Context: an optimization exercise on an open-source flow, tuned for small area. The choices shown serve that exercise and are no tape-out recipe. Only simulation tests tie the RTL to the original design; equivalence was not proved. Power is estimated from default activity; no workload was simulated.

## snn_spi_top
module snn_spi_top (
    input  wire logic                SCK,
    input  wire logic                RST_async,
    input  wire logic                MOSI,
    output wire logic                MISO,
    output wire logic [11:0]         cfg_top,
    output wire logic [49:0]         cfg_ctrl,
    output wire logic [187:0]        cfg_net,
    output wire logic [57:0]         mem_req,
    input  wire logic [31:0]         mem_rdata
);
==> flow/config.mk <==
export PLATFORM = sky130hd
export DESIGN_NAME = snn_spi_top
export DESIGN_NICKNAME = snn_spi_top
export VERILOG_FILES = /design/flow/design.v
export SDC_FILE = /design/flow/constraint.sdc
export NUM_CORES = 4
export LEC_CHECK = 0
export CAP_MARGIN = 20
export CORE_MARGIN = 2
export CORE_UTILIZATION = 65
export SLEW_MARGIN = 20
==> flow/constraint.sdc <==
create_clock -name core_clock -period 5.0 [get_ports {SCK}]
set_input_delay 1.0000 -clock core_clock [delete_from_list [all_inputs] [get_ports {SCK}]]
set_output_delay 1.0000 -clock core_clock [all_outputs]
set_load 0.01 [all_outputs]
standard.sh (not shown) runs the stock make flow with config.mk's settings and CLKGATE_MAP_FILE= SYNTH_SCRIPT=/design/flow/synth_recipe.tcl, a recipe that flattens the netlist after the stock synthesis.
==> flow/flow/run.sh <==
#!/bin/bash
# The standard ORFS layout with three changes that only affect area:
#  - synthesis maps the combinational logic with an area-oriented ABC script
#    (registers are mapped before ABC runs, so they are the standard ones);
#  - the smallest buffer on the ports;
#  - a clock tree of fewer, larger sink clusters and no dummy loads.
set -euo pipefail
here=$(pwd)
{
  cat <<TCL
proc abc {args} {
  set i [lsearch -exact \$args -script]
  if {\$i >= 0} { lset args [expr {\$i + 1}] $here/flow/abc_area_map.script }
  yosys abc {*}\$args
}
TCL
  cat synth_recipe.tcl
} > flow_synth.tcl
bash standard.sh \
  "SYNTH_SCRIPT=$here/flow_synth.tcl" \
  "BUFFER_PORTS_ARGS=-buffer_cell sky130_fd_sc_hd__buf_1" \
  "CTS_ARGS=-sink_clustering_enable -repair_clock_nets -dont_use_dummy_load -sink_clustering_size 10 -sink_clustering_max_diameter 40 -buf_list {sky130_fd_sc_hd__clkbuf_4}" \
  finish > make_finish.log 2>&1
==> flow/flow/abc_area_map.script <==
strash
dch
map -a
topo
stime -c
Edit:
--- a/flow/design.v
+++ b/flow/design.v
@@ -72,47 +72,44 @@
     input  wire logic                MOSI,
     output wire logic                MISO,
     output wire logic [11:0]         cfg_top,
     output wire logic [49:0]         cfg_ctrl,
     output wire logic [187:0]        cfg_net,
     output wire logic [57:0]         mem_req,
     input  wire logic [31:0]         mem_rdata
 );
-    logic [31:0] sr_n;       
     logic [31:0] sr;
-    assign sr = ~sr_n;
     logic [4:0]  bit_cnt;
     logic        pend;       
     logic        mvalid;     
-    logic        sq;         
     logic        pq;         
     logic        rq;         
     logic [31:0] d_zero;     
     logic [31:0] d_one;      
-    assign d_zero = ~(sr_n | {32{RST_async}});
+    assign d_zero = sr & ~{32{RST_async}};
     assign d_one  = sr |  {32{RST_async}};
     logic [4:0]  tgt_oh;     
     logic        read_any;
     always_ff @(posedge SCK) begin
-        if (read_any) sr_n <= ~mem_rdata;
-        else          sr_n <= ~{sr[30:0], MOSI};
+        if (read_any) sr <= mem_rdata;
+        else          sr <= {sr[30:0], MOSI};
     end
     always_ff @(posedge SCK) begin
         if (RST_async) begin
             bit_cnt <= '0;
             pend    <= 1'b0;
         end else begin
-            bit_cnt <= {bit_cnt[3:0], bit_cnt[4] ^ bit_cnt[2] ^ (bit_cnt[3:0] == 4'd0)};
-            pend    <= (bit_cnt == 5'd16);
+            bit_cnt <= bit_cnt ^ {&bit_cnt[3:0], &bit_cnt[2:0], &bit_cnt[1:0], bit_cnt[0], 1'b1};
+            pend    <= (bit_cnt == 5'd31);
         end
     end
     always_ff @(posedge SCK) begin
         if (RST_async)              mvalid <= 1'b0;
-        else if (bit_cnt == 5'd1)   mvalid <= read_any;    
+        else if (bit_cnt == 5'd1)   mvalid <= read_any;
     end
     assign MISO = sr[31] & mvalid;
     logic [11:0] rem;        
     logic        f_rd;
     logic [2:0]  f_tgt;
     logic [15:0] ac;         
     logic [15:0] ac_d;
     logic        ld_cmd;
@@ -153,35 +150,35 @@
     logic       ev_rd;
     assign ev_tgt     = in_cmd ? sr[30:28] : f_tgt;
     assign ev_tgt_mem = (ev_tgt != 3'd0) && (ev_tgt < 3'd6);
     assign ev_wr = pend && !in_cmd && !f_rd;
     assign ev_rd = pend && (in_cmd ? (sr[31] && (sr[27:16] != 12'd0))
                                    : (f_rd && (rem != 12'd1)));
     always_ff @(posedge SCK) begin
         if (RST_async) begin
-            sq <= 1'b0;
+            pq <= 1'b0;
+            rq <= 1'b0;
         end else begin
-            sq <= ev_wr || ev_rd;
+            pq <= ev_wr;
+            rq <= ev_rd;
         end
     end
     logic [15:0] maddr;
     logic [31:0] mdata;
     always_comb begin
         case (f_tgt)
             3'd1:    tgt_oh = 5'b00001;
             3'd2:    tgt_oh = 5'b00010;
             3'd3:    tgt_oh = 5'b00100;
             3'd4:    tgt_oh = 5'b01000;
             3'd5:    tgt_oh = 5'b10000;
             default: tgt_oh = 5'b00000;
         endcase
     end
-    assign pq       = sq && !f_rd;
-    assign rq       = sq && f_rd;
     assign read_any = rq && (|tgt_oh);
     always_ff @(posedge SCK) begin
         if (RST_async || ((ev_wr || ev_rd) && ev_tgt_mem))
             maddr <= ac_d & ~{16{RST_async}};
     end
     always_ff @(posedge SCK) begin
         if (RST_async || (ev_wr && ev_tgt_mem)) mdata <= d_zero;
     end
What happened: Final area grows by 0.74%. Clock skew shrinks by 0.015 ns. Final cell count grows by 2.6%. Global-route usage shrinks by 0.39 points. Total power shrinks by 1.8%. Synthesized cell count grows by 3.8%. Non-clock buffer count shrinks by 1.

Another version of the RTL of snn_spi_top (not shown whole).
Size in the first run: roughly 810 cells after synthesis, ~370 flip-flops.
clock: 5.0 ns
lec_check: 0
cap_margin: 20
core_margin: 2
core_utilization: 50
slew_margin: 20
==> flow/flow/run.sh <==
#!/bin/bash
# The standard ORFS layout, with the smallest buffer on the ports and a
# clock tree of fewer, larger sink clusters.
set -euo pipefail
bash standard.sh \
  "BUFFER_PORTS_ARGS=-buffer_cell sky130_fd_sc_hd__buf_1" \
  "CTS_ARGS=-sink_clustering_enable -repair_clock_nets -dont_use_dummy_load -sink_clustering_size 15 -sink_clustering_max_diameter 60 -buf_list {sky130_fd_sc_hd__clkbuf_8}" \
  finish > make_finish.log 2>&1
Change:
--- a/flow/design.v
+++ b/flow/design.v
@@ -92,53 +92,61 @@
     always_ff @(posedge SCK) begin
         if (read_any) sr <= mem_rdata;
         else          sr <= {sr[30:0], MOSI};
     end
     always_ff @(posedge SCK) begin
         if (RST_async) begin
             bit_cnt <= '0;
             pend    <= 1'b0;
         end else begin
-            bit_cnt <= bit_cnt + 5'd1;
+            bit_cnt <= bit_cnt ^ {&bit_cnt[3:0], &bit_cnt[2:0], &bit_cnt[1:0], bit_cnt[0], 1'b1};
             pend    <= (bit_cnt == 5'd31);
         end
     end
     always_ff @(posedge SCK) begin
         if (RST_async)              mvalid <= 1'b0;
         else if (bit_cnt == 5'd1)   mvalid <= read_any;
     end
     assign MISO = sr[31] & mvalid;
     logic [11:0] rem;        
     logic        f_rd;
     logic [2:0]  f_tgt;
     logic [15:0] ac;         
     logic [15:0] ac_d;
     logic        ld_cmd;
     logic        ac_inc;
     logic        in_cmd;
     assign in_cmd = (rem == 12'd0);
     assign ld_cmd = pend && in_cmd;
-    always_ff @(posedge SCK) begin
-        if (RST_async) begin
-            rem <= '0;
-        end else if (pend) begin
-            if (in_cmd) rem <= sr[27:16];
-            else        rem <= rem - 12'd1;
-        end
+    logic [12:0] rem_b;
+    logic [11:0] rem_d;
+    assign rem_b[0] = pend && !in_cmd;
+    for (genvar i = 0; i < 12; i++) begin : g_rem
+        assign rem_b[i+1] = rem_b[i] && !rem[i];
+    end
+    assign rem_d = ld_cmd ? sr[27:16] : (rem ^ rem_b[11:0]);
+    always_ff @(posedge SCK) begin
+        if (RST_async) rem <= '0;
+        else           rem <= rem_d;
     end
     always_ff @(posedge SCK) begin
         if (ld_cmd) begin
             f_rd  <= sr[31];
             f_tgt <= sr[30:28];
         end
     end
     assign ac_inc = (pend && !in_cmd && f_rd) || pq;
-    assign ac_d   = ld_cmd ? sr[15:0] : (ac_inc ? ac + 16'd1 : ac);
+    logic [16:0] ac_c;
+    assign ac_c[0] = ac_inc;
+    for (genvar i = 0; i < 16; i++) begin : g_ac
+        assign ac_c[i+1] = ac_c[i] && ac[i];
+    end
+    assign ac_d   = ld_cmd ? sr[15:0] : (ac ^ ac_c[15:0]);
     always_ff @(posedge SCK) begin
         ac <= ac_d;
     end
     logic [2:0] ev_tgt;
     logic       ev_tgt_mem;
     logic       ev_wr;
     logic       ev_rd;
     assign ev_tgt     = in_cmd ? sr[30:28] : f_tgt;
     assign ev_tgt_mem = (ev_tgt != 3'd0) && (ev_tgt < 3'd6);
What happened:
- wire length shrinks by 3.7%
- power came out higher by about 0.7%
- via count fell by 6.0%
- utilization barely changes
- worst setup slack got worse by 1.5 ns

[what the ideal ports hide]
Ports are ideal in the flow. The routed layouts listed here were re-timed in OpenROAD. Step 1, drivers: a clkbuf_16 drives SCK and a buf_2 each remaining input, both assumed. Step 2 also shifts input and output timing later by t, the mid clock arrival at the registers, as if the neighbouring blocks saw the same clock. Slacks: ideal / step 1 / step 2; pairs: ideal / step 1.
run | shift t [ns] | setup WS [ns] | hold slack, ns | worst data-port slew with drivers (ns)
the first run of note 1 | 0.680 | 0.441 / 0.441 / 0.441 | 0.434 / 0.434 / 0.434 | 0.07
the second run of note 1 | 0.669 | 0.385 / 0.385 / 0.385 | 0.436 / 0.436 / 0.436 | 0.07
the first run of note 2 | 0.609 | 1.855 / 1.855 / 1.855 | 0.479 / 0.479 / 0.479 | 0.11
the second run of note 2 | 0.614 | 0.394 / 0.394 / 0.394 | 0.419 / 0.419 / 0.419 | 0.09
After both steps every run listed still meets setup and hold.
